This design comes from an exercise in tuning for small area, a short achievable clock period and few clock cycles per item on the open sky130 flow, not from production work. In this exercise RTL edits were held to simulation tests only and were not proved equivalent to the original.

File: design/flow/design.v
`default_nettype none
package hba_pkg;
   localparam int DATA_W      = 32;
   localparam int WIDE_W      = 64;
   localparam int CNT_W       = 5;
   localparam int CSR_IDX_W   = 3;
   localparam int REQ_TDATA_W = 72;
   localparam int REQ_TUSER_W = 3;
   localparam int RSP_TDATA_W = 72;
   localparam logic [WIDE_W-1:0] ONE_Q16   = 64'd65536;
   localparam logic [33:0]       STEP_CAP  = 34'h2_0000_0000;
   localparam logic [DATA_W-1:0] Q_MAX     = 32'h7fff_ffff;
   localparam logic [DATA_W-1:0] Q_MIN     = 32'h8000_0000;
   localparam logic [CNT_W-1:0]  CNT_LAST  = 5'd31;
   typedef enum logic [2:0] {
      CMD_SPIKE      = 3'd0,
      CMD_RATE_EVENT = 3'd1,
      CMD_TOGGLE     = 3'd2,
      CMD_TICK       = 3'd3,
      CMD_SET_ACTIVE = 3'd4,
      CMD_RESET      = 3'd5
   } hba_cmd_type;
   typedef enum logic [CSR_IDX_W-1:0] {
      REG_BIAS_RATE    = 3'd0,
      REG_TARGET_GAIN  = 3'd1,
      REG_RATE_SCALE   = 3'd2,
      REG_THRESHOLD    = 3'd3,
      REG_BIAS_FLOOR   = 3'd4,
      REG_BIAS_CEILING = 3'd5,
      REG_BIAS_INITIAL = 3'd6
   } hba_reg_type;
   typedef struct packed {
      logic [DATA_W-1:0] bias_rate;
      logic [DATA_W-1:0] target_rate_gain;
      logic [DATA_W-1:0] rate_scale;
      logic [DATA_W-1:0] potential_threshold;
      logic [DATA_W-1:0] bias_floor;
      logic [DATA_W-1:0] bias_ceiling;
      logic [DATA_W-1:0] bias_initial;
   } hba_cfg_type;
   localparam hba_cfg_type CFG_RESET = {
      32'd0,
      32'd0,
      32'd65536,
      32'd0,
      32'h8000_0000,
      32'h7fff_ffff,
      32'd0
   };
   typedef struct packed {
      logic busy;
      logic neg;
   } hba_unit_status_type;
   typedef enum logic [1:0] {
      UNIT_IDLE,
      UNIT_MUL1,
      UNIT_MAG,
      UNIT_MUL2
   } hba_unit_state_type;
   typedef enum logic [1:0] {
      ST_IDLE,
      ST_RUN,
      ST_UPDATE,
      ST_OUTPUT
   } hba_state_type;
endpackage
`default_nettype wire
`default_nettype none
import hba_pkg::*;
module hba_csr_regs
(
   input  logic                 clock,
   input  logic                 reset,
   input  logic                 csr_wr_en,
   input  logic [CSR_IDX_W-1:0] csr_index,
   input  logic [DATA_W-1:0]    csr_wdata,
   output hba_pkg::hba_cfg_type          cfg
);
   logic [DATA_W-1:0] wd0, wd1;
   logic [6:0]        load;
   hba_pkg::hba_cfg_type cfg_ff, cfg_d;
   assign wd0 = csr_wdata & {DATA_W{~reset}};
   assign wd1 = csr_wdata | {DATA_W{reset}};
   always_comb begin
      for (int i = 0; i < 7; i++)
         load[i] = reset || (csr_wr_en && (csr_index == i));
      cfg_d.bias_rate           = wd0;
      cfg_d.target_rate_gain    = wd0;
      cfg_d.rate_scale          = {wd0[31:17], wd1[16], wd0[15:0]};
      cfg_d.potential_threshold = wd0;
      cfg_d.bias_floor          = {wd1[31], wd0[30:0]};
      cfg_d.bias_ceiling        = {wd0[31], wd1[30:0]};
      cfg_d.bias_initial        = wd0;
   end
   always_ff @(posedge clock) begin
      if (load[0]) cfg_ff.bias_rate           <= cfg_d.bias_rate;
      if (load[1]) cfg_ff.target_rate_gain    <= cfg_d.target_rate_gain;
      if (load[2]) cfg_ff.rate_scale          <= cfg_d.rate_scale;
      if (load[3]) cfg_ff.potential_threshold <= cfg_d.potential_threshold;
      if (load[4]) cfg_ff.bias_floor          <= cfg_d.bias_floor;
      if (load[5]) cfg_ff.bias_ceiling        <= cfg_d.bias_ceiling;
      if (load[6]) cfg_ff.bias_initial        <= cfg_d.bias_initial;
   end
   assign cfg = cfg_ff;
endmodule
`default_nettype wire
`default_nettype none
import hba_pkg::*;
module hba_scaler
(
   input  logic                 pass1,
   input  logic [WIDE_W-1:0]    acc,
   input  logic [WIDE_W-1:0]    mcand,
   input  logic [7:0]           digit,
   input  logic [WIDE_W-1:0]    offset,
   output logic [WIDE_W+7:0]    sum
);
   localparam int W = WIDE_W + 8;
   logic [W-1:0] op [0:9];
   logic [W-1:0] s1a, c1a, s1b, c1b, s1c, c1c;
   logic [W-1:0] s2a, c2a, s2b, c2b;
   logic [W-1:0] s3, c3, s4, c4, s5, c5;
   function automatic logic [2*W-1:0] csa(input logic [W-1:0] a,
                                          input logic [W-1:0] b,
                                          input logic [W-1:0] c);
      logic [W-1:0] s, k;
      s = a ^ b ^ c;
      k = (a & b) | (a & c) | (b & c);
      csa = {k[W-2:0], 1'b0, s};
   endfunction
   always_comb begin
      for (int j = 0; j < 8; j++)
         op[j] = {8'd0, mcand & {WIDE_W{digit[j]}}} << j;
      op[8] = pass1 ? {8'd0, acc[WIDE_W-9:0], 8'd0} : {8'd0, acc};
      op[9] = {{8{offset[WIDE_W-1]}}, offset};
      {c1a, s1a} = csa(op[0], op[1], op[2]);
      {c1b, s1b} = csa(op[3], op[4], op[5]);
      {c1c, s1c} = csa(op[6], op[7], op[8]);
      {c2a, s2a} = csa(s1a, c1a, s1b);
      {c2b, s2b} = csa(c1b, s1c, c1c);
      {c3, s3}   = csa(s2a, c2a, s2b);
      {c4, s4}   = csa(c2b, op[9], s3);
      {c5, s5}   = csa(c3, c4, s4);
      sum = s5 + c5;
   end
endmodule
`default_nettype wire
`default_nettype none
import hba_pkg::*;
module homeostatic_bias_adaptation_unit
(
   input  logic                   clock,
   input  logic                   reset,
   input  logic                   req_tvalid,
   output logic                   req_tready,
   input  logic [REQ_TDATA_W-1:0] req_tdata,
   input  logic [REQ_TUSER_W-1:0] req_tuser,
   output logic                   rsp_tvalid,
   input  logic                   rsp_tready,
   output logic [RSP_TDATA_W-1:0] rsp_tdata,
   input  logic                   csr_wr_en,
   input  logic [CSR_IDX_W-1:0]   csr_index,
   input  logic [DATA_W-1:0]      csr_wdata
);
   localparam logic [2:0] E_IDLE = 3'd0, E_P1 = 3'd1, E_P2 = 3'd2, E_ADD = 3'd3, E_DONE = 3'd4;
   function automatic logic [5:0] bitlen32(input logic [31:0] v);
      logic [5:0] n;
      n = 6'd0;
      for (int i = 0; i < 32; i++)
         if (v[i]) n = i + 1;
      bitlen32 = n;
   endfunction
   function automatic logic [1:0] top_byte(input logic [31:0] v);
      logic [1:0] n;
      n = 2'd0;
      for (int i = 1; i < 4; i++)
         if (v[8*i +: 8] != 8'd0) n = i;
      top_byte = n;
   endfunction
   function automatic logic [31:0] ge_mask(input logic signed [7:0] k);
      logic [31:0] m;
      logic signed [7:0] j;
      for (int i = 0; i < 32; i++) begin
         j = i + 1;
         m[i] = j >= k;
      end
      ge_mask = m;
   endfunction
   function automatic logic [17:0] tclass(input logic [DATA_W-1:0] tv,
                                          input logic [DATA_W-1:0] dv,
                                          input logic [5:0]        blg);
      logic [DATA_W:0]   dd, om;
      logic signed [7:0] s;
      dd = {dv[DATA_W-1], dv} - {tv[DATA_W-1], tv};
      om = dd[DATA_W] ? ~dd : dd;
      s  = $signed({2'b00, bitlen32(om[DATA_W-1:0])}) + $signed({2'b00, blg});
      tclass = {dv == tv, dd[DATA_W], 8'sd67 - s, 8'sd94 - s};
   endfunction
   function automatic logic [DATA_W-1:0] clamp_b(input logic [35:0] v,
                                                 input logic [DATA_W-1:0] lo,
                                                 input logic [DATA_W-1:0] hi);
      if ($signed(v) <= $signed({{4{lo[DATA_W-1]}}, lo}))
         clamp_b = lo;
      else if ($signed(v) >= $signed({{4{hi[DATA_W-1]}}, hi}))
         clamp_b = hi;
      else
         clamp_b = v[DATA_W-1:0];
   endfunction
   hba_pkg::hba_cfg_type cfg;
   hba_csr_regs u_csr (
      .clock     (clock),
      .reset     (reset),
      .csr_wr_en (csr_wr_en),
      .csr_index (csr_index),
      .csr_wdata (csr_wdata),
      .cfg       (cfg)
   );
   logic [DATA_W-1:0] bias_ff, target_ff, lb_ff, lr_ff;
   logic              above_ff, active_ff, rsp_valid_ff;
   logic              stale_ff;
   logic signed [7:0] kb_ff, k1_ff, k2_ff;
   logic              dz_ff, dn_ff;
   logic              hv_ff, hspike_ff, hrate_ff, habove_ff, hengt_ff, hbzc_ff, htzc_ff, bdone_ff;
   logic [DATA_W-1:0] hts_ff;
   logic [2:0]        est_ff;
   logic              ejob_ff;           
   logic [WIDE_W-1:0] acc_ff, x_ff;
   logic [DATA_W-1:0] e_ff;
   logic [7:0]        digit_ff;
   logic [1:0]        cnt_ff;
   logic              neg_ff, off_ff;
   logic [2:0]        cmd;
   logic [DATA_W-1:0] ts, vm, dtb, dt;
   logic              flag, above_in, above;
   logic              is_spike, is_rate, is_tick;
   logic              need_b, need_t;
   assign vm       = req_tdata[2*DATA_W-1:DATA_W];
   assign flag     = req_tdata[2*DATA_W];
   assign above_in = $signed(vm) > $signed(cfg.potential_threshold);
   assign ts       = hv_ff ? hts_ff : req_tdata[DATA_W-1:0];
   assign above    = hv_ff ? habove_ff : above_in;
   assign cmd      = req_tuser;
   assign is_spike = hv_ff ? hspike_ff : (cmd == CMD_SPIKE);
   assign is_rate  = hv_ff ? hrate_ff : (cmd == CMD_RATE_EVENT);
   assign is_tick  = hv_ff ? (!hspike_ff && !hrate_ff) : (cmd == CMD_TICK);
   assign dtb      = ts - lb_ff;
   assign dt       = ts - lr_ff;
   assign need_b   = active_ff && (is_spike || is_rate) && !bdone_ff;
   assign need_t   = active_ff && (is_rate || is_tick);
   logic              t_zero, t_neg, br_zero, g_zero;
   logic [DATA_W-1:0] t_om, t_abs;
   logic [5:0]        bl_t, bl_br, bl_g;
   logic [DATA_W:0]   d_rs, d_abs;
   assign t_zero  = (target_ff == '0);
   assign t_neg   = target_ff[DATA_W-1];
   assign t_om    = t_neg ? ~target_ff : target_ff;
   assign t_abs   = t_neg ? (~target_ff + 32'd1) : target_ff;
   assign br_zero = (cfg.bias_rate == '0);
   assign g_zero  = (cfg.target_rate_gain == '0);
   assign bl_t    = bitlen32(t_om);
   assign bl_br   = bitlen32(cfg.bias_rate);
   assign bl_g    = bitlen32(cfg.target_rate_gain);
   assign d_rs    = {cfg.rate_scale[DATA_W-1], cfg.rate_scale} - {target_ff[DATA_W-1], target_ff};
   assign d_abs   = above_ff ? (d_rs[DATA_W] ? (~d_rs + 33'd1) : d_rs) : {1'b0, t_abs};
   logic [31:0]       maskb;
   logic              sat_b, b_zc, b_fast;
   assign maskb  = ge_mask(kb_ff);
   assign sat_b  = (is_spike && !t_neg) ? |(dtb & {maskb[30:0], 1'b0}) : |(dtb & maskb);
   assign b_zc   = br_zero || t_zero || (dtb == '0);
   assign b_fast = b_zc || sat_b;
   logic              sat_t, t_zc, t_fast;
   assign sat_t  = (|(dt & ge_mask(k1_ff))) && !(|(dt & ge_mask(k2_ff)));
   assign t_zc   = dz_ff || g_zero || (dt == '0);
   assign t_fast = t_zc || sat_t;
   logic go, accept, eng_b, eng_t, fast_done, fin, early_b, apply;
   logic edone_b, edone_t, busy;
   logic bzc_i, tzc_i;
   assign go         = !rsp_valid_ff || rsp_tready;
   assign req_tready = go && !stale_ff && !hv_ff;
   assign accept     = req_tvalid && req_tready;
   assign eng_b      = need_b && !b_fast;
   assign eng_t      = need_t && !t_fast;
   assign fast_done  = accept && !eng_b && !eng_t;
   assign edone_b    = (est_ff == E_DONE) && !ejob_ff;
   assign edone_t    = (est_ff == E_DONE) && ejob_ff;
   assign early_b    = hv_ff && go && edone_b && hengt_ff;
   assign fin        = hv_ff && go && ((edone_b && !hengt_ff) || edone_t);
   assign apply      = fast_done || fin;
   assign bzc_i      = hv_ff ? hbzc_ff : b_zc;
   assign tzc_i      = hv_ff ? htzc_ff : t_zc;
   logic [33:0]       r_b;
   logic [35:0]       r_sel, nb, b_ext, cl_in;
   logic              r_neg;
   logic [36:0]       nb_c;
   logic [DATA_W-1:0] bias_step, bias_keep, bias_new, target_new;
   logic [WIDE_W:0]   t_sum_c;
   logic [WIDE_W-1:0] t_sum;
   logic [DATA_W-1:0] target_e;
   assign r_b    = (acc_ff[WIDE_W-1:33] != '0) ? STEP_CAP : acc_ff[33:0];
   assign b_ext  = {{4{bias_ff[DATA_W-1]}}, bias_ff};
   assign r_sel  = (est_ff == E_ADD) ? {2'b00, r_b} : {20'd0, cfg.bias_rate[DATA_W-1:16]};
   assign r_neg  = (est_ff == E_ADD) ? neg_ff : 1'b1;
   assign nb_c   = {b_ext, 1'b1} + {r_sel ^ {36{r_neg}}, r_neg};
   assign nb     = nb_c[36:1];
   assign cl_in  = edone_b ? acc_ff[35:0] : nb;
   assign bias_step = clamp_b(cl_in, cfg.bias_floor, cfg.bias_ceiling);
   assign bias_keep = clamp_b(b_ext, cfg.bias_floor, cfg.bias_ceiling);
   assign t_sum_c = {{(WIDE_W-DATA_W){target_ff[DATA_W-1]}}, target_ff, 1'b1} +
                    {acc_ff ^ {WIDE_W{neg_ff}}, neg_ff};
   assign t_sum   = t_sum_c[WIDE_W:1];
   assign target_e = ((t_sum[WIDE_W-1:DATA_W-1] == '0) || (t_sum[WIDE_W-1:DATA_W-1] == '1))
                     ? t_sum[DATA_W-1:0] : (t_sum[WIDE_W-1] ? Q_MIN : Q_MAX);
   always_comb begin
      if (edone_b || (bzc_i && is_spike)) bias_new = bias_step;
      else if (bzc_i)                     bias_new = bias_keep;
      else                                bias_new = t_neg ? cfg.bias_floor : cfg.bias_ceiling;
      if (edone_t)    target_new = target_e;
      else if (tzc_i) target_new = target_ff;
      else            target_new = dn_ff ? Q_MIN : Q_MAX;
   end
   logic        t_to_rail, t_to_zero, t_to_eng, above_next;
   logic [17:0] c_t1, c_t0, c_min1, c_max1, c_z1, c_min0, c_max0, c_next;
   logic signed [7:0] kb_cur, kb_rail, kb_next;
   assign t_to_rail  = apply && need_t && !edone_t && !tzc_i;
   assign t_to_zero  = fast_done && (cmd == CMD_RESET);
   assign t_to_eng   = fin && edone_t;
   assign above_next = ((fin && need_t) || (fast_done && (need_t ||
                                              (cmd == CMD_TOGGLE && !active_ff) ||
                                              (cmd == CMD_SET_ACTIVE && flag) ||
                                              (cmd == CMD_RESET)))) ? above : above_ff;
   assign c_t0   = {t_zero, !t_neg && !t_zero,
                    8'sd67 - $signed({2'b00, bl_t}) - $signed({2'b00, bl_g}),
                    8'sd94 - $signed({2'b00, bl_t}) - $signed({2'b00, bl_g})};
   assign c_t1   = tclass(target_ff, cfg.rate_scale, bl_g);
   assign c_min1 = tclass(Q_MIN, cfg.rate_scale, bl_g);
   assign c_max1 = tclass(Q_MAX, cfg.rate_scale, bl_g);
   assign c_z1   = tclass('0, cfg.rate_scale, bl_g);
   assign c_min0 = {1'b0, 1'b0, 8'sd36 - $signed({2'b00, bl_g}), 8'sd63 - $signed({2'b00, bl_g})};
   assign c_max0 = {1'b0, 1'b1, 8'sd36 - $signed({2'b00, bl_g}), 8'sd63 - $signed({2'b00, bl_g})};
   assign kb_cur  = 8'sd68 - $signed({2'b00, bl_t}) - $signed({2'b00, bl_br});
   assign kb_rail = 8'sd37 - $signed({2'b00, bl_br});
   always_comb begin
      if (t_to_rail) begin
         c_next  = above_next ? (dn_ff ? c_min1 : c_max1) : (dn_ff ? c_min0 : c_max0);
         kb_next = kb_rail;
      end else if (t_to_zero) begin
         c_next  = above_next ? c_z1 : {1'b1, 17'd0};
         kb_next = kb_cur;
      end else begin
         c_next  = above_next ? c_t1 : c_t0;
         kb_next = kb_cur;
      end
   end
   always_ff @(posedge clock) begin
      stale_ff <= reset || csr_wr_en || t_to_eng;
      kb_ff    <= kb_next;
      {dz_ff, dn_ff, k1_ff, k2_ff} <= c_next;
   end
   logic              pass1, last1, start_b, start_t, fix;
   logic [DATA_W-1:0] gsel, e_new;
   logic [WIDE_W-1:0] offset;
   logic [WIDE_W+7:0] sum;
   logic [1:0]        top_new;
   assign start_b = accept && eng_b;
   assign start_t = (accept && !eng_b && eng_t) || early_b;
   assign pass1   = (est_ff == E_P1);
   assign last1   = pass1 && (cnt_ff == 2'd0);
   assign gsel    = ejob_ff ? cfg.target_rate_gain : cfg.bias_rate;
   assign offset  = (last1 && off_ff) ? (neg_ff ? ONE_Q16 : (~ONE_Q16 + 64'd1)) : '0;
   assign fix     = (est_ff == E_P2) && (cnt_ff == 2'd0) && off_ff && !neg_ff && x_ff[WIDE_W-1];
   assign e_new   = start_b ? dtb : dt;
   assign top_new = top_byte(e_new);
   assign busy    = hv_ff;
   hba_scaler u_scaler (
      .pass1  (pass1),
      .acc    (acc_ff),
      .mcand  (x_ff),
      .digit  (digit_ff),
      .offset (offset),
      .sum    (sum)
   );
   always_ff @(posedge clock) begin
      if (reset) begin
         est_ff <= E_IDLE;
      end else begin
         unique case (est_ff)
            E_IDLE: if (start_b || start_t) est_ff <= E_P1;
            E_P1:   if (cnt_ff == 2'd0) est_ff <= E_P2;
            E_P2:   if (cnt_ff == 2'd3 && !fix) est_ff <= ejob_ff ? E_DONE : E_ADD;
            E_ADD:  est_ff <= E_DONE;
            default: begin
               if (start_t)  est_ff <= E_P1;
               else if (fin) est_ff <= E_IDLE;
            end
         endcase
      end
   end
   always_ff @(posedge clock) begin
      if (start_b || start_t) begin
         ejob_ff  <= start_t;
         x_ff     <= start_t ? {31'd0, d_abs} : {32'd0, t_abs};
         e_ff     <= e_new;
         cnt_ff   <= top_new;
         digit_ff <= e_new[8*top_new +: 8];
         acc_ff   <= '0;
         neg_ff   <= start_t ? (above_ff ? d_rs[DATA_W] : !t_neg && !t_zero) : t_neg;
         off_ff   <= start_b && is_spike;
      end else if (pass1) begin
         if (cnt_ff == 2'd0) begin
            x_ff     <= sum[WIDE_W-1:0];
            acc_ff   <= '0;
            digit_ff <= gsel[7:0];
         end else begin
            cnt_ff   <= cnt_ff - 2'd1;
            digit_ff <= e_ff[8*(cnt_ff-2'd1) +: 8];
            acc_ff   <= sum[WIDE_W-1:0];
         end
      end else if (fix) begin
         x_ff   <= ~x_ff;
         acc_ff <= {32'd0, gsel};
         neg_ff <= 1'b1;
         off_ff <= 1'b0;
      end else if (est_ff == E_P2) begin
         cnt_ff   <= cnt_ff + 2'd1;
         digit_ff <= gsel[8*(cnt_ff+2'd1) +: 8];
         acc_ff   <= sum[WIDE_W+7:8];
      end else if (est_ff == E_ADD) begin
         acc_ff   <= {28'd0, nb};
      end
   end
   always_ff @(posedge clock) begin
      if (reset) begin
         hv_ff    <= 1'b0;
         bdone_ff <= 1'b0;
      end else begin
         if (accept && (eng_b || eng_t)) begin
            hv_ff    <= 1'b1;
            bdone_ff <= 1'b0;
         end else if (fin) begin
            hv_ff    <= 1'b0;
            bdone_ff <= 1'b0;
         end else if (early_b) begin
            bdone_ff <= 1'b1;
         end
      end
   end
   always_ff @(posedge clock) begin
      if (accept) begin
         hts_ff    <= ts;
         hspike_ff <= is_spike;
         hrate_ff  <= is_rate;
         habove_ff <= above;
         hengt_ff  <= eng_b && eng_t;
         hbzc_ff   <= b_zc;
         htzc_ff   <= t_zc;
      end
   end
   always_ff @(posedge clock) begin
      if (reset) begin
         bias_ff      <= CFG_RESET[DATA_W-1:0];   
         target_ff    <= '0;
         lb_ff        <= '0;
         lr_ff        <= '0;
         above_ff     <= 1'b0;
         active_ff    <= 1'b0;
         rsp_valid_ff <= 1'b0;
      end else begin
         rsp_valid_ff <= apply || (rsp_valid_ff && !rsp_tready);
         above_ff     <= above_next;
         if (early_b) bias_ff <= bias_new;
         if (fin) begin
            if (need_b) bias_ff <= bias_new;
            if (!is_tick) lb_ff <= ts;
            if (need_t) begin
               target_ff <= target_new;
               lr_ff     <= ts;
            end
         end
         if (fast_done) begin
            unique case (cmd)
               CMD_SPIKE, CMD_RATE_EVENT, CMD_TICK: begin
                  if (need_b) bias_ff <= bias_new;
                  if (active_ff && !is_tick) lb_ff <= ts;
                  if (need_t) begin
                     target_ff <= target_new;
                     lr_ff     <= ts;
                  end
               end
               CMD_TOGGLE: begin
                  active_ff <= !active_ff;
                  if (!active_ff) begin
                     lb_ff <= ts;
                     lr_ff <= ts;
                  end
               end
               CMD_SET_ACTIVE: begin
                  active_ff <= flag;
                  if (flag) begin
                     lb_ff <= ts;
                     lr_ff <= ts;
                  end
               end
               CMD_RESET: begin
                  bias_ff   <= cfg.bias_initial;
                  target_ff <= '0;
                  lb_ff     <= '0;
                  lr_ff     <= '0;
               end
               default: ;
            endcase
         end
      end
   end
   assign rsp_tvalid = rsp_valid_ff;
   assign rsp_tdata  = {{(RSP_TDATA_W-2*DATA_W-1){1'b0}}, active_ff, target_ff, bias_ff};
endmodule
`default_nettype wire
File: design/flow/run.sh
#!/bin/bash
# synth_recipe.tcl (not shown) runs the flow's synth.tcl, then flattens the netlist and writes it again
# the make line also repeats each setting of config.mk as NAME=value (left out here)
make -C /OpenROAD-flow-scripts/flow DESIGN_CONFIG=/design/flow/config.mk WORK_HOME=/design/flow/orfs CLKGATE_MAP_FILE= SYNTH_SCRIPT=/design/flow/synth_recipe.tcl finish
File: design/flow/config.mk
export PLATFORM = sky130hd
export DESIGN_NAME = homeostatic_bias_adaptation_unit
export DESIGN_NICKNAME = homeostatic_bias_adaptation_unit
export VERILOG_FILES = /design/flow/design.v
export SDC_FILE = /design/flow/constraint.sdc
export NUM_CORES = 4
export LEC_CHECK = 0
export CAP_MARGIN = 20
export CORE_MARGIN = 2
export CORE_UTILIZATION = 40
export SLEW_MARGIN = 20
File: design/flow/constraint.sdc
create_clock -name core_clock -period 9.0 [get_ports {clock}]
set_input_delay 1.8000 -clock core_clock [delete_from_list [all_inputs] [get_ports {clock}]]
set_output_delay 1.8000 -clock core_clock [all_outputs]
set_load 0.01 [all_outputs]
==> reports/qor.yml, run 1 <==
critical_path:
  crit_type: "reg -> reg"
  critPathRequiredTime_ps: 9630
  cpMostUsedCell: "a21oi_1"
  path_max_fanout: 15
  path_delay_family: "compound AO/OA/AOI/OAI gates"
  arrival_ps: 9350
  r2r_slack_ps: 280
  crit_slowest_cell: "o41a_2"
  start_kind: "register"
  max_stage_delay_ps: 620
  path_buf_inv: 3
  cp-end-kind: "register"
floorplan:
  start_util_pct: 40.3
  die_w_um: 437
  ios: 189
  coreArea_um2: 186000
  die-area_um2: 191000
  fp-row-count: 158
  die_h_um: 437
drt:
  dr.pass1.iters: 6
  drc: 0
  wl_per_cell_um: 24.9
  wirelength_mm: 291
  dr_total_vias: 70169
  drt_iter0_drc: 7440
  antenna_left: 0
  vias_per_cell: 6.02
timing:
  fin_crit_sh_pct: 96.8
  maxSlewHeadroom_pct: 21.3
  tightestPinTransition_ps: 1170
  hold_viol_final: 0
  whs_ps: 454
  clock.fmax_mhz: 115
  setup_viol: 0
  skew_ps: 74.3
  fin_crit_ps: 8720
  report.final.slew_viol_count: 0
placed_design:
  hpwl_mm: 231
  place_congestion: 0.979
  port_buffers: 174
job:
  drv_cap: 0
global_route:
  grt_pass1_vias: 67974
  grt_use_met3_pct: 3.47
  grtUsageMet1_pct: 37.5
  grt_max_degree: 93
  antenna_found_initial: 5
  overflow: 0
  grt_pass1_wl_mm: 435
  grt-busiest-layer: "met2"
  grt_use_total_pct: 29.7
  globalRouteMet2Util_pct: 49.2
cells_and_area:
  syn_to_final_growth_pct: 10.6
  n_fill_cell: 18402
  nets: 10260
  layout-drive-gt1-share_pct: 7.36
  mostFrequentLayoutCell: "nand2_1"
  layout_common_cells: "nand2_1, inv_1, nor2_1"
yosys:
  synthArstFlopShare_pct: 0
  synth_cells: 9093
  ys.flop_type: "edfxtp_1"
  yosysSeqAreaShare_pct: 20.9
  synth_edf_count: 371
  synthesis.area_um2: 74900
  synthDistinctLibCells: 115
  ys_seq_elements: 598
  yosys_warnings: 4
  avgSynthCellArea_um2: 8.24
cts:
  postCtsHoldBufs: 0
  post_cts_buffers: 0
  h-tree-depth: 3
  cts_num_sinks: 598
  cts-root-buf: "clkbuf_16"
  cts_tree: "yes"
  clockBufferDepth: 3
  numCtsBuffers: 78
  clk-insertion-delay-late_ps: 760
  clk_pin_slew_ps: 60
outcome:
  status: "finished clean"
min_path:
  hp-class: "reg -> reg"
## cell type report
cell class	count	area, um2	share of cell area (%)
well taps	2480	3100	3.74
flip-flops and latches	598	15700	18.9
diodes	7	17.5	0.0211
repair buffers	458	4020	4.85
multi-input cells	7128	54200	65.4
clock inverters	48	564	0.681
clock buffers	98	2080	2.51
inverters	846	3180	3.83
## cells in the mapped netlist (237+ instances only)
library cell,n,area [um2]
nand2_1,1014,3810
inv_1,844,3170
nor2_1,652,2450
a21oi_1,575,2880
ha_1,536,6710
fa_1,499,9990
o21ai_0,418,2090
clkbuf_1,401,1510
edfxtp_1,371,11100
and2_1,291,1820
xnor2_1,254,2220
a21o_1,237,1780
## path summary, 6_finish.rpt
path	startpoint	cells past startpoint	end
min	u_csr.cfg_ff[1]	1	bias_ff[1]
max	acc_ff[59]	35	bias_ff[24]
min reg2reg	u_csr.cfg_ff[1]	1	bias_ff[1]
max reg2reg	acc_ff[59]	35	bias_ff[24]
## flip-flops by register name, indices dropped and copies added, names as in the netlist, 32 cells and up
signal / cells
u_csr.cfg_ff: 224
bias_ff: 32
e_ff: 32
hts_ff: 32
target_ff: 32
lr_ff: 32
x_ff: 64
acc_ff: 64
lb_ff: 32
## stage by stage
stage	std cells	setup WS, ps	utilization, %	cell area (um2)	TNS [ps]
5_1_grt	11658	-0.917	44.6	82900	-0.917
3_5_place_dp	11510	243	43.2	80200	0
6_report	11663	284	44.6	82900	0
3_3_place_gp	11510	270	43.2	80200	0
2_1_floorplan	9099	59.3	-	75000	0
4_1_cts	11656	167	44.6	82800	0
## cells by family (layout without fill, tap and decap cells)
family                   count (synthesis)  after routing  synth area share (%)
XOR/XNOR                               455            455                  5.32
adder cells (fa/ha/maj)               1035           1035                  22.3
AO/OA/AOI/OAI                         2389           2389                  21.4
multiplexers                           291            291                  4.29
other                                    1             14               0.00500
AND/OR/NAND/NOR                       2951           2951                  18.8
buffers and inverters                 1373           1450                  7.02
flip-flops                             598            598                  20.9
## worst register-to-register path, delay by kind of cell, from the launching register on
family	cells	cell delay [ps]
buf+inv	3	670
compound gates	18	4450
simple gates	9	1730
xor+xnor	2	480
fa+ha+maj	2	580
flops	1	370
mux	1	330
## per-layer routing
layer / up-vias / wire length, um
met2: 2933 / 136000
li1: 32182 / -
met4: 0 / 19200
met5: - / 0
met3: 677 / 18600
met1: 34377 / 117000
## what timing repair did
item / 4_1_cts / 5_1_grt
resized for setup: 0 / 17
endpoints found under the hold margin: 0 / 0
endpoints found under the setup margin: 0 / 21
Testbench counts, summed over its fixed seeds: cycles 7,711, items 3,840.
==> run 2, diff against run 1 <==
--- a/design/flow/design.v
+++ b/design/flow/design.v
@@ -171,4 +171,11 @@
       bitlen32 = n;
    endfunction
+   function automatic logic [6:0] bitlen64(input logic [63:0] v);
+      logic [6:0] n;
+      n = 7'd0;
+      for (int i = 0; i < 64; i++)
+         if (v[i]) n = i + 1;
+      bitlen64 = n;
+   endfunction
    function automatic logic [1:0] top_byte(input logic [31:0] v);
       logic [1:0] n;
@@ -226,5 +233,4 @@
    logic              ejob_ff;           
    logic [WIDE_W-1:0] acc_ff, x_ff;
-   logic [DATA_W-1:0] e_ff;
    logic [7:0]        digit_ff;
    logic [1:0]        cnt_ff;
@@ -322,4 +328,6 @@
    logic [17:0] c_t1, c_t0, c_min1, c_max1, c_z1, c_min0, c_max0, c_next;
    logic signed [7:0] kb_cur, kb_rail, kb_next;
+   logic              rs_neg;
+   logic [5:0]        bl_rl, bl_rh, bl_min, bl_max, bl_z;
    assign t_to_rail  = apply && need_t && !edone_t && !tzc_i;
    assign t_to_zero  = fast_done && (cmd == CMD_RESET);
@@ -333,7 +341,19 @@
                     8'sd94 - $signed({2'b00, bl_t}) - $signed({2'b00, bl_g})};
    assign c_t1   = tclass(target_ff, cfg.rate_scale, bl_g);
-   assign c_min1 = tclass(Q_MIN, cfg.rate_scale, bl_g);
-   assign c_max1 = tclass(Q_MAX, cfg.rate_scale, bl_g);
-   assign c_z1   = tclass('0, cfg.rate_scale, bl_g);
+   assign rs_neg = cfg.rate_scale[DATA_W-1];
+   assign bl_rl  = bitlen32({1'b0, cfg.rate_scale[DATA_W-2:0]});
+   assign bl_rh  = bitlen32({1'b0, ~cfg.rate_scale[DATA_W-2:0]});
+   assign bl_min = rs_neg ? bl_rl : 6'd32;
+   assign bl_max = rs_neg ? 6'd32 : bl_rh;
+   assign bl_z   = rs_neg ? bl_rh : bl_rl;
+   assign c_min1 = {cfg.rate_scale == Q_MIN, 1'b0,
+                    8'sd67 - $signed({2'b00, bl_min}) - $signed({2'b00, bl_g}),
+                    8'sd94 - $signed({2'b00, bl_min}) - $signed({2'b00, bl_g})};
+   assign c_max1 = {cfg.rate_scale == Q_MAX, cfg.rate_scale != Q_MAX,
+                    8'sd67 - $signed({2'b00, bl_max}) - $signed({2'b00, bl_g}),
+                    8'sd94 - $signed({2'b00, bl_max}) - $signed({2'b00, bl_g})};
+   assign c_z1   = {cfg.rate_scale == '0, rs_neg,
+                    8'sd67 - $signed({2'b00, bl_z}) - $signed({2'b00, bl_g}),
+                    8'sd94 - $signed({2'b00, bl_z}) - $signed({2'b00, bl_g})};
    assign c_min0 = {1'b0, 1'b0, 8'sd36 - $signed({2'b00, bl_g}), 8'sd63 - $signed({2'b00, bl_g})};
    assign c_max0 = {1'b0, 1'b1, 8'sd36 - $signed({2'b00, bl_g}), 8'sd63 - $signed({2'b00, bl_g})};
@@ -357,6 +377,7 @@
       {dz_ff, dn_ff, k1_ff, k2_ff} <= c_next;
    end
-   logic              pass1, last1, start_b, start_t, fix;
-   logic [DATA_W-1:0] gsel, e_new;
+   logic              pass1, last1, start_b, start_t, fix, sat1;
+   logic [6:0]        s_m;
+   logic [DATA_W-1:0] gsel, e_new, e_run;
    logic [WIDE_W-1:0] offset;
    logic [WIDE_W+7:0] sum;
@@ -369,5 +390,9 @@
    assign offset  = (last1 && off_ff) ? (neg_ff ? ONE_Q16 : (~ONE_Q16 + 64'd1)) : '0;
    assign fix     = (est_ff == E_P2) && (cnt_ff == 2'd0) && off_ff && !neg_ff && x_ff[WIDE_W-1];
+   assign s_m     = bitlen64(x_ff) + {1'b0, (ejob_ff ? bl_g : bl_br)};
+   assign sat1    = (est_ff == E_P2) && (cnt_ff == 2'd0) && !fix &&
+                    (ejob_ff ? (s_m >= 7'd66 && s_m <= 7'd94) : (s_m >= 7'd67));
    assign e_new   = start_b ? dtb : dt;
+   assign e_run   = ejob_ff ? dt : dtb;
    assign top_new = top_byte(e_new);
    assign busy    = hv_ff;
@@ -387,5 +412,5 @@
             E_IDLE: if (start_b || start_t) est_ff <= E_P1;
             E_P1:   if (cnt_ff == 2'd0) est_ff <= E_P2;
-            E_P2:   if (cnt_ff == 2'd3 && !fix) est_ff <= ejob_ff ? E_DONE : E_ADD;
+            E_P2:   if ((cnt_ff == 2'd3 && !fix) || sat1) est_ff <= ejob_ff ? E_DONE : E_ADD;
             E_ADD:  est_ff <= E_DONE;
             default: begin
@@ -400,5 +425,4 @@
          ejob_ff  <= start_t;
          x_ff     <= start_t ? {31'd0, d_abs} : {32'd0, t_abs};
-         e_ff     <= e_new;
          cnt_ff   <= top_new;
          digit_ff <= e_new[8*top_new +: 8];
@@ -413,5 +437,5 @@
          end else begin
             cnt_ff   <= cnt_ff - 2'd1;
-            digit_ff <= e_ff[8*(cnt_ff-2'd1) +: 8];
+            digit_ff <= e_run[8*(cnt_ff-2'd1) +: 8];
             acc_ff   <= sum[WIDE_W-1:0];
          end
@@ -421,4 +445,6 @@
          neg_ff <= 1'b1;
          off_ff <= 1'b0;
+      end else if (sat1) begin
+         acc_ff   <= 64'd1 << 40;
       end else if (est_ff == E_P2) begin
          cnt_ff   <= cnt_ff + 2'd1;
--- a/design/flow/config.mk
+++ b/design/flow/config.mk
@@ -9,3 +9,4 @@
 export CORE_MARGIN = 2
 export CORE_UTILIZATION = 40
+export SETUP_SLACK_MARGIN = 2.5
 export SLEW_MARGIN = 20
==> reports/qor.yml, run 2 <==
global_route:
  overflow: 0
  antenna_found_initial: 9
  grt_max_degree: 72
  grt_pass1_wl_mm: 468
  grt_pass1_vias: 71768
  grt_use_total_pct: 33.0
cts:
  clk_pin_slew_ps: 60
  cts_num_sinks: 566
  clk-insertion-delay-late_ps: 720
  postCtsHoldBufs: 0
  h-tree-depth: 3
  cts_tree: "yes"
  clockBufferDepth: 3
  numCtsBuffers: 73
  cts-root-buf: "clkbuf_16"
yosys:
  synth_edf_count: 339
  ys_seq_elements: 566
  synthDistinctLibCells: 118
  avgSynthCellArea_um2: 8.21
  ys_top_cells_by_count: "inv_1, nand2_1, nor2_1"
  synth_top_area_cell: "edfxtp_1"
  synth_top_area_share_pct: 13.8
  synth.area.top_cells: "edfxtp_1, fa_1, ha_1"
  synthesis.area_um2: 73900
  ys.flop_type: "edfxtp_1"
  synth_cells: 8994
  yosys_warnings: 4
  yosysMostFrequentCell: "inv_1"
  yosysSeqAreaShare_pct: 19.9
  synthArstFlopShare_pct: 0
timing:
  tightestPinTransition_ps: 1210
  maxSlewHeadroom_pct: 19.1
  timing.final.ws_setup_ps: 1690
  hold_viol_final: 0
  report.final.slew_viol_count: 0
  setup_viol: 0
  fin_crit_ps: 7310
  clock.fmax_mhz: 137
  skew_ps: 58.0
  rsz0062_at_grt: "true"
  fin_crit_sh_pct: 81.2
  fin_setup_tns_ps: 0
placed_design:
  hpwl_mm: 234
  post-place-ws_ps: 281
  port_buffers: 174
  place_congestion: 1.02
  postPlaceCellArea_um2: 79500
cells_and_area:
  n_fill_cell: 16867
  reg_top3: "u_csr.cfg_ff x224, acc_ff x64, x_ff x64"
  regMostFlops: "u_csr.cfg_ff"
  mostFrequentLayoutCell: "inv_1"
  largest_reg_flops: 224
  nets: 10706
  layout-drive-gt1-share_pct: 20.5
  syn_to_final_growth_pct: 26.7
  final_cell_area_um2: 93600
  layout_common_cells: "inv_1, nand2_1, nor2_1"
job:
  drv_cap: 0
critical_path:
  crit_slowest_cell: "fa_2"
  path_max_fanout: 6
  start_kind: "register"
  max_stage_delay_ps: 550
  path_delay_family: "adder cells"
  path_buf_inv: 8
  crit_type: "reg -> reg"
  critPathRequiredTime_ps: 9580
  reg2reg_from: "est_ff[2]"
  cp-end-kind: "register"
  crit_start: "est_ff[2]"
  arrival_ps: 7890
drt:
  drc: 0
  dr.pass1.iters: 10
  antenna_left: 0
  wl_per_cell_um: 26.7
  drt_iter0_drc: 8464
  dr_total_vias: 74388
  wirelength_mm: 321
  vias_per_cell: 6.17
floorplan:
  die_w_um: 434
  die-area_um2: 188000
  fp-row-count: 157
  coreArea_um2: 183000
  die_h_um: 434
  ios: 189
  start_util_pct: 40.3
outcome:
  status: "finished clean"
min_path:
  hp-class: "reg -> reg"
  hp-start: "u_csr.cfg_ff[21]"
-- run 2: cell types whose count changed after synthesis, moves of 42 or more --
cell / delta
a211oi_1: -55
a21oi_1: +60
nor2_1: +90
nand2_1: -153
buf_1: -42
o22ai_1: +91
-- run 2: per-stage QoR --
step           utilization, %  hold slack [ps]  std cells
2_1_floorplan               -              429       9000
3_3_place_gp             43.4              436      11425
3_5_place_dp             43.4              441      11429
4_1_cts                  49.3              454      11917
5_1_grt                  51.1              475      12043
6_report                 51.1              452      12050
-- run 2: path summary, 6_finish.rpt --
kind,endpoint,slack (ps),depth (start not counted)
setup / recovery,acc_ff[58],1690,32
setup reg to reg,acc_ff[58],1690,32
hold / removal,bias_ff[21],450,1
hold reg to reg,bias_ff[21],450,1
-- run 2: cell type report --
class | count | area [um2] | share of cell area (%)
antenna | 8 | 20.0 | 0.0214
clock buffer | 86 | 1900 | 2.03
clock inverter | 49 | 747 | 0.798
inverter | 866 | 3290 | 3.51
multi-input combinational | 7068 | 59600 | 63.7
sequential | 566 | 14800 | 15.8
tap | 2464 | 3080 | 3.29
timing repair buffer | 943 | 10200 | 10.9
-- run 2: logic make-up (layout without fill, tap and decap cells) --
logic type                 Yosys count  after routing  share of synthesized area, %
buffers and inverters             1373           1944                          7.24
muxes                              283            283                          4.28
and+or+nand+nor                   2890           2895                          18.9
DFF                                566            566                          19.9
xor gates and xnor gates           438            438                          5.19
AOI/OAI and AO/OA                 2370           2372                          21.2
other                                1             15                       0.00508
adders and majority gates         1073           1073                          23.3
-- run 2: repair_timing --
item,CTS,global route
endpoints found under the setup margin,379,376
gates cloned,57,10
pin swaps,439,292
setup buffers,296,115
resized for setup,968,447
-- run 2: per-layer routing --
metal  up-vias  wire length, um  global-route usage (%)
met5         -                9                       0
met4         2            27600                    23.6
li1      32800                -                       -
met2      4121           141000                    51.2
met3      1089            29200                    6.10
met1     36376           123000                    41.3
Testbench counts of run 2, summed over its fixed seeds: cycles 7,366, items 3,840.
==> run 3, diff against run 2 <==
--- a/design/flow/config.mk
+++ b/design/flow/config.mk
@@ -9,4 +9,4 @@
 export CORE_MARGIN = 2
 export CORE_UTILIZATION = 40
-export SETUP_SLACK_MARGIN = 2.5
+export SETUP_SLACK_MARGIN = 1.0
 export SLEW_MARGIN = 20
==> reports/qor.yml, run 3 <==
floorplan:
  die_w_um: 434
  ios: 189
  die-area_um2: 188000
  coreArea_um2: 183000
  fp-row-count: 157
  start_util_pct: 40.3
  die_h_um: 434
drt:
  met3WireLength_mm: 24.6
  antenna_left: 0
  dr.pass1.iters: 8
  drt_iter0_drc: 7399
  dr_total_vias: 70296
  top_layer: "met5"
  wl_met1_mm: 120
  vias_per_cell: 6.06
  wl_per_cell_um: 25.3
  drc: 0
  wirelength_mm: 293
  wl_met2_mm: 131
critical_path:
  crit_type: "in -> reg"
  crit_chain: "clkdlybuf4s50_1 > mux2_4 > inv_4 > ha_1 > inv_1 > fa_1 > a21o_1 > a21o_1 > a211o_1 > a21o_1 > a22o_1 > o21ai_4 > o221a_2 > nor2_1 > a2111oi_0 > nor4bb_1 > o211a_1 > o41ai_1 > a221oi_4 > mux2i_1 > or4_1 > a31oi_1"
  path_buf_inv: 3
  r2r_cells: 27
  path_delay_family: "compound AO/OA/AOI/OAI gates"
  max_stage_delay_ps: 580
  critPathRequiredTime_ps: 9590
  r2r_slack_ps: 1290
  crit_slowest_cell: "or4_1"
  start_kind: "input port"
  crit_cells: 22
  cpMostUsedCell: "a21o_1"
  cp-end-kind: "register"
  path_max_fanout: 7
  arrival_ps: 8520
timing:
  clock.fmax_mhz: 126
  whs_ps: 452
  fin_crit_sh_pct: 88.1
  setup_viol: 0
  maxSlewHeadroom_pct: 10.2
  report.final.slew_viol_count: 0
  rsz0062_at_grt: "true"
  skew_ps: 32.5
  hold_viol_final: 0
  tightestPinTransition_ps: 1340
  fin_crit_ps: 7930
  fin_setup_tns_ps: 0
yosys:
  ys.flop_type: "edfxtp_1"
  synthDistinctLibCells: 118
  synth_edf_count: 339
  ys_top_cells_by_count: "inv_1, nand2_1, nor2_1"
  synth_top_area_cell: "edfxtp_1"
  yosysMostFrequentCell: "inv_1"
  avgSynthCellArea_um2: 8.21
  yosys_warnings: 4
  yosysSeqAreaShare_pct: 19.9
  synth_top_area_share_pct: 13.8
  synthesis.area_um2: 73900
  synth_cells: 8994
  ys_seq_elements: 566
  synth.area.top_cells: "edfxtp_1, fa_1, ha_1"
  synthArstFlopShare_pct: 0
cells_and_area:
  layout_common_cells: "nand2_1, inv_1, nor2_1"
  largest_reg_flops: 224
  multiInputGateArea_um2: 54300
  regMostFlops: "u_csr.cfg_ff"
  seqCellArea_um2: 14700
  mostFrequentLayoutCell: "nand2_1"
  layout-drive-gt1-share_pct: 8.25
  syn_to_final_growth_pct: 11.3
  nets: 10258
  reg_top3: "u_csr.cfg_ff x224, acc_ff x64, x_ff x64"
  n_fill_cell: 18073
cts:
  cts_num_sinks: 566
  cts_tree: "yes"
  clk-insertion-delay-late_ps: 700
  postCtsHoldBufs: 0
  clk_pin_slew_ps: 60
  cts-root-buf: "clkbuf_16"
  h-tree-depth: 3
  clockBufferDepth: 3
  numCtsBuffers: 70
global_route:
  overflow: 0
  grt_pass1_wl_mm: 436
  antenna_found_initial: 13
  grt_use_total_pct: 30.5
  grt_pass1_vias: 67549
  grt_max_degree: 68
outcome:
  status: "finished clean"
placed_design:
  hpwl_mm: 231
  port_buffers: 174
  place_congestion: 0.989
min_path:
  hp-class: "reg -> reg"
  hold_depth: 1
job:
  drv_cap: 0
==> run 3: cell counts after synthesis <==
Identical to the previous run, type by type.
==> run 3: layer usage <==
layer	vias to the layer above	global-route usage [%]
li1	31859	-
met1	34361	40.4
met2	3402	47.9
met3	662	4.42
met4	12	16.7
met5	-	0
==> run 3: through the flow <==
step                cells  cell area [um2]  worst slack [ps]  utilization (%)
global placement    11430            79200               446             43.2
detailed placement  11430            79200               396             43.2
finish              11602            82200              1080             44.9
CTS                 11569            81700               995             44.6
global route        11594            82200               939             44.9
floorplan            9000            74000               445                -
==> run 3: worst register-to-register path: cells and delay by family, from the launching register on <==
family / cells / cell delay [ps]
AOI/OAI and AO/OA: 12 / 2680
DFF: 1 / 440
and+or+nand+nor: 3 / 850
adders and majority gates: 6 / 2790
xor gates and xnor gates: 1 / 220
buffers and inverters: 4 / 370
muxes: 1 / 220
==> run 3: kinds of logic (layout without fill, tap and decap cells) <==
kind of cell / after synthesis / after routing / share of synthesized area (%)
muxes: 283 / 283 / 4.28
other: 1 / 17 / 0.00508
xor gates and xnor gates: 438 / 438 / 5.19
AOI/OAI and AO/OA: 2370 / 2370 / 21.2
and+or+nand+nor: 2890 / 2892 / 18.9
DFF: 566 / 566 / 19.9
buffers and inverters: 1373 / 1499 / 7.24
adders and majority gates: 1073 / 1073 / 23.3
==> run 3: final timing paths <==
check,startpoint,endpoint
min reg2reg,u_csr.cfg_ff[21],bias_ff[21]
min,u_csr.cfg_ff[21],bias_ff[21]
max reg2reg,est_ff[1],acc_ff[60]
max,req_tdata[0],k1_ff[7]
==> run 3: layout make-up <==
cell class | count | area share (%)
Multi-Input combinational cell | 7063 | 66.0
Inverter | 866 | 3.96
Timing Repair Buffer | 503 | 5.42
Clock inverter | 45 | 0.619
Antenna cell | 10 | 0.0304
Tap cell | 2464 | 3.75
Clock buffer | 85 | 2.26
Sequential cell | 566 | 17.9
==> run 3: timing repair <==
item	in CTS	in global routing
cloned	2	0
setup buffers	7	22
gates resized for setup	10	60
pin swaps	3	14
setup endpoints to repair	98	245
==> run 4, diff against run 3 <==
--- a/design/flow/config.mk
+++ b/design/flow/config.mk
@@ -9,4 +9,4 @@
 export CORE_MARGIN = 2
 export CORE_UTILIZATION = 40
-export SETUP_SLACK_MARGIN = 1.0
+export SETUP_SLACK_MARGIN = 1.6
 export SLEW_MARGIN = 20
==> reports/qor.yml, run 4 <==
outcome:
  status: "finished clean"
global_route:
  grt_max_degree: 86
  grt_pass1_vias: 67919
  grt_pass1_wl_mm: 441
  grt_use_total_pct: 31.0
  antenna_found_initial: 10
  overflow: 0
timing:
  fin_crit_ps: 7490
  tightestPinTransition_ps: 1280
  fin_crit_sh_pct: 83.2
  maxSlewHeadroom_pct: 14.3
  fin_setup_tns_ps: 0
  hold_viol_final: 0
  report.final.slew_viol_count: 0
  setup_viol: 0
  skew_ps: 37.8
  whs_ps: 452
  clock.fmax_mhz: 134
  rsz0062_at_grt: "true"
drt:
  wl_per_cell_um: 25.6
  dr.pass1.iters: 8
  antenna_left: 0
  wirelength_mm: 301
  vias_per_cell: 6.07
  drc: 0
  drt_iter0_drc: 6996
  dr_total_vias: 71230
cts:
  cts_num_sinks: 566
  clk_pin_slew_ps: 60
  cts_tree: "yes"
  clk-insertion-delay-late_ps: 710
  clockBufferDepth: 3
  cts-root-buf: "clkbuf_16"
  h-tree-depth: 3
  numCtsBuffers: 72
yosys:
  synth_edf_count: 339
  yosys_warnings: 4
  synthArstFlopShare_pct: 0
  synth_cells: 8994
  synth_top_area_share_pct: 13.8
  synthesis.area_um2: 73900
  ys.flop_type: "edfxtp_1"
  ys_seq_elements: 566
  avgSynthCellArea_um2: 8.21
  synth.area.top_cells: "edfxtp_1, fa_1, ha_1"
  synth_top_area_cell: "edfxtp_1"
  synthDistinctLibCells: 118
  ys_top_cells_by_count: "inv_1, nand2_1, nor2_1"
  yosysSeqAreaShare_pct: 19.9
  yosysMostFrequentCell: "inv_1"
critical_path:
  start_kind: "register"
  max_stage_delay_ps: 550
  path_max_fanout: 10
  critPathRequiredTime_ps: 9580
  path_buf_inv: 4
  cp-end-kind: "register"
  reg2reg_from: "acc_ff[35]"
  arrival_ps: 8070
  r2r_slack_ps: 1510
  crit_slowest_cell: "o41a_4"
  cpMostUsedCell: "a21o_1"
  path_delay_family: "compound AO/OA/AOI/OAI gates"
  crit_start: "acc_ff[35]"
  crit_type: "reg -> reg"
cells_and_area:
  syn_to_final_growth_pct: 15.3
  reg_top3: "u_csr.cfg_ff x224, acc_ff x64, x_ff x64"
  layout_common_cells: "nand2_1, inv_1, nor2_1"
  fin_cells: 11733
  layout-drive-gt1-share_pct: 11.7
  largest_reg_flops: 224
  final_cell_area_um2: 85200
  regMostFlops: "u_csr.cfg_ff"
  nets: 10384
  mostFrequentLayoutCell: "nand2_1"
min_path:
  hp-class: "reg -> reg"
  hp-start: "u_csr.cfg_ff[10]"
floorplan:
  die_h_um: 434
  fp-row-count: 157
  die-area_um2: 188000
  die_w_um: 434
  start_util_pct: 40.3
  coreArea_um2: 183000
  ios: 189
placed_design:
  postPlaceCellArea_um2: 79400
  dp_cells: 11443
  place_congestion: 0.991
  hpwl_mm: 234
  port_buffers: 174
job:
  drv_cap: 0
[run 4: cell counts after synthesis]
Identical to the previous run, type by type.
[run 4: kinds of logic (layout without fill, tap and decap cells)]
kind of cell / count (synthesis) / count (layout) / synth area share [%]
buffers and inverters: 1373 / 1624 / 7.24
AND/OR/NAND/NOR: 2890 / 2893 / 18.9
other: 1 / 20 / 0.00508
XOR/XNOR: 438 / 438 / 5.19
adder cells (fa/ha/maj): 1073 / 1073 / 23.3
AO/OA/AOI/OAI: 2370 / 2372 / 21.2
multiplexers: 283 / 283 / 4.28
flip-flops: 566 / 566 / 19.9
[run 4: through the flow]
step | setup slack, ps | util [%]
after floorplan | 445 | -
after global placement | 599 | 43.3
after detailed placement | 563 | 43.3
after CTS | 1550 | 45.2
after global routing | 1200 | 46.5
final | 1510 | 46.5
[run 4: layout make-up]
type                       instances  area (um2)
clock inverter                    48         574
multi-input combinational       7066       55800
fill                           17977       98100
tap                             2464        3080
inverter                         866        3260
antenna                           13        32.5
sequential                       566       14800
clock buffer                      86        1910
timing repair buffer             624        5820
[run 4: routing by layer]
layer,up-vias,wire [um],track usage (%)
met1,35018,123000,40.7
met4,12,19500,17.2
met5,-,75,0
met2,3339,134000,48.7
met3,728,24400,4.73
li1,32133,-,-
[run 4: path summary, 6_finish.rpt]
kind | to | depth (start not counted)
hold / removal | bias_ff[10] | 1
setup reg to reg | bias_ff[10] | 39
setup / recovery | bias_ff[10] | 39
hold reg to reg | bias_ff[10] | 1
[run 4: worst register-to-register path: cells and delay by family, from the launching register on]
kind / cells / cell delay (ps)
buffers and inverters: 4 / 680
DFF: 1 / 330
adders and majority gates: 2 / 470
xor gates and xnor gates: 1 / 170
AOI/OAI and AO/OA: 20 / 4060
and+or+nand+nor: 10 / 1430
muxes: 2 / 240
[run 4: timing repair]
action | CTS | global route
hold buffers | 0 | 0
endpoints found under the setup margin | 321 | 368
resized for setup | 125 | 250
buffers inserted | 33 | 91
gates cloned | 7 | 12
pin swaps | 43 | 108
==> run 5, diff against run 4 <==
--- a/design/flow/config.mk
+++ b/design/flow/config.mk
@@ -8,5 +8,5 @@
 export CAP_MARGIN = 20
 export CORE_MARGIN = 2
-export CORE_UTILIZATION = 40
-export SETUP_SLACK_MARGIN = 1.6
+export CORE_UTILIZATION = 55
+export SETUP_SLACK_MARGIN = 1.5
 export SLEW_MARGIN = 20
==> reports/qor.yml, run 5 <==
critical_path:
  r2r_cells: 38
  r2r_slack_ps: 1520
  crit_type: "in -> reg"
  reg2reg_from: "acc_ff[35]"
  path_max_fanout: 8
  start_kind: "input port"
  critPathRequiredTime_ps: 9410
  cp-end-kind: "register"
  r2r-end: "bias_ff[17]"
  arrival_ps: 7890
  max_stage_delay_ps: 540
  cpMostUsedCell: "buf_4"
  crit_slowest_cell: "or4_1"
cts:
  cts_num_sinks: 566
  cts_tree: "yes"
  clk-insertion-delay-late_ps: 720
  cts-root-buf: "clkbuf_16"
  clockBufferDepth: 3
  numCtsBuffers: 72
  h-tree-depth: 3
  clk_pin_slew_ps: 70
  postCtsHoldBufs: 0
cells_and_area:
  fin_cells: 11006
  largest_reg_flops: 224
  layout-drive-gt1-share_pct: 11.0
  reg_top3: "u_csr.cfg_ff x224, acc_ff x64, x_ff x64"
  final_cell_area_um2: 83700
  layout_common_cells: "inv_1, nand2_1, nor2_1"
  nets: 10355
  regMostFlops: "u_csr.cfg_ff"
  mostFrequentLayoutCell: "inv_1"
  syn_to_final_growth_pct: 13.4
  n_fill_cell: 11729
yosys:
  synth.area.top_cells: "edfxtp_1, fa_1, ha_1"
  yosysMostFrequentCell: "inv_1"
  synthArstFlopShare_pct: 0
  synth_edf_count: 339
  synth_xor_area_share_pct: 5.19
  avgSynthCellArea_um2: 8.21
  synth_top_area_share_pct: 13.8
  synth_top_family_by_area: "adder cells"
  synth_mux_area_share_pct: 4.28
  ys_seq_elements: 566
  synthDistinctLibCells: 118
  ys.flop_type: "edfxtp_1"
  yosysSeqAreaShare_pct: 19.9
  ys_top_cells_by_count: "inv_1, nand2_1, nor2_1"
  synth-simple-area-share_pct: 18.9
  yosys_warnings: 4
  synth_top_area_cell: "edfxtp_1"
  synthesis.area_um2: 73900
  synth_cells: 8994
  synth_compound_area_share_pct: 21.2
  synthAdderAreaFrac_pct: 23.3
floorplan:
  die_w_um: 370
  die-area_um2: 137000
  ios: 189
  fp-row-count: 134
  coreArea_um2: 133000
  start_util_pct: 55.3
  die_h_um: 370
placed_design:
  place_congestion: 1.02
  hpwl_mm: 225
  dp_cells: 10719
  postPlaceCellArea_um2: 78200
  port_buffers: 174
drt:
  antenna_left: 0
  wirelength_mm: 290
  drc: 0
  drt_iter0_drc: 8452
  vias_per_cell: 6.50
  dr.pass1.iters: 12
  dr_total_vias: 71505
  wl_per_cell_um: 26.3
global_route:
  overflow: 0
  globalRouteMet2Util_pct: 62.8
  grt-busiest-layer: "met2"
  antenna_found_initial: 9
  grt_max_degree: 99
  grtUsageMet1_pct: 53.2
  grt_pass1_wl_mm: 425
  grt_use_total_pct: 40.8
  grt_pass1_vias: 67400
  grt_use_met3_pct: 7.42
timing:
  skew_ps: 50.0
  clock.fmax_mhz: 134
  fin_crit_sh_pct: 83.1
  tightestPinTransition_ps: 1340
  fin_crit_ps: 7480
  hold_viol_final: 0
  fin_setup_tns_ps: 0
  report.final.slew_viol_count: 0
  setup_viol: 0
  rsz0062_at_grt: "true"
  maxSlewHeadroom_pct: 10.7
outcome:
  status: "finished clean"
min_path:
  hp-class: "reg -> reg"
  hold_depth: 2
  hp-start: "u_csr.cfg_ff[19]"
  min_delay_worst_endpoint: "bias_ff[19]"
job:
  drv_cap: 0
run 5: changes by cell type in the layout (fill, tap and decap cells not counted), moves of 7 or more:
cell     before  now
buf_12       29   16
buf_4       386  363
mux2i_1     192  185
mux2i_2       6   14
o22ai_1     141  148
o22ai_2      12    5
xnor2_1     226  239
xnor2_2      25   12
run 5: repair_timing:
action | in CTS | in global routing
pin swaps | 9 | 132
gates resized for setup | 58 | 266
gates cloned | 3 | 13
buffers inserted | 22 | 104
setup endpoints to repair | 202 | 338
run 5: how the worst max path moves through the flow:
stage                 startpoint     endpoint  cells past startpoint
floorplan           req_tdata[0]      x_ff[0]                     23
global placement    req_tdata[1]     x_ff[30]                     22
detailed placement  req_tdata[1]     x_ff[30]                     22
CTS                    est_ff[1]   acc_ff[62]                     28
global route          acc_ff[47]  bias_ff[17]                     37
finish              req_tdata[0]  digit_ff[6]                     25
run 5: cell families (layout without fill, tap and decap cells):
family                   count (synthesis)  after routing
adder cells (fa/ha/maj)               1073           1073
multiplexers                           283            283
AND/OR/NAND/NOR                       2890           2894
buffers and inverters                 1373           1593
XOR/XNOR                               438            438
flip-flops                             566            566
AO/OA/AOI/OAI                         2370           2373
other                                    1             18
run 5: area by class of cell:
type	count	area (um2)	area share (%)
Multi-Input combinational cell	7068	55500	66.3
Sequential cell	566	14700	17.6
Timing Repair Buffer	593	5410	6.46
Inverter	866	3260	3.90
Tap cell	1768	2210	2.64
Clock buffer	89	1930	2.30
Clock inverter	45	641	0.765
Antenna cell	11	27.5	0.0329
run 5: worst max-delay path, delay by kind of cell:
kind                     cells  cell delay (ps)
multiplexers                 2              540
AO/OA/AOI/OAI                9             2220
AND/OR/NAND/NOR              6             1730
buffers and inverters        6             1060
adder cells (fa/ha/maj)      2              510
run 5: metal layers:
metal,vias up,share of wire (%)
met2,4014,44
li1,32083,-
met5,-,0.014
met3,907,9.8
met1,34495,39
met4,6,7.7
run 5: metrics by stage:
step	setup WS (ps)	hold slack (ps)	util (%)
detailed placement	505	449	58.6
global route	1320	480	62.7
CTS	1450	462	61.0
finish	1520	455	62.7
global placement	516	433	58.6
floorplan	445	429	-

==> separate check: timing with driven ports <==
In the flow no input, the clock included, has a driving cell. The finished layouts below were timed again as built, in two steps. Step 1: set_driving_cell puts a clkbuf_16 on clock and a buf_2 on each other input, an assumption about the parent block. Step 2 adds t to the input delays and takes it off the output delays; t is the mean of the earliest and latest rising clock arrival at the registers after step 1. Input paths then give back, and output paths get back, about the clock's delay inside the block. a / b / c = ideal / step 1 / step 2; a / b = the first two.
run	t (ns)	setup slack, ns	slew at the worst register clock pin (ns)
run 1	0.804	0.284 / 0.284 / 0.242	0.08 / 0.08
run 2	0.779	1.694 / 1.694 / 1.159	0.08 / 0.08
run 3	0.762	1.075 / 1.135 / 0.373	0.07 / 0.07
run 4	0.774	1.512 / 1.512 / 1.024	0.07 / 0.07
run 5	0.779	1.517 / 1.523 / 0.797	0.07 / 0.07
After both steps setup and hold are still met in every run listed. For run 5, which loses most, drivers alone change the setup slack by +0.006 ns; drivers and shift together by -0.720 ns.
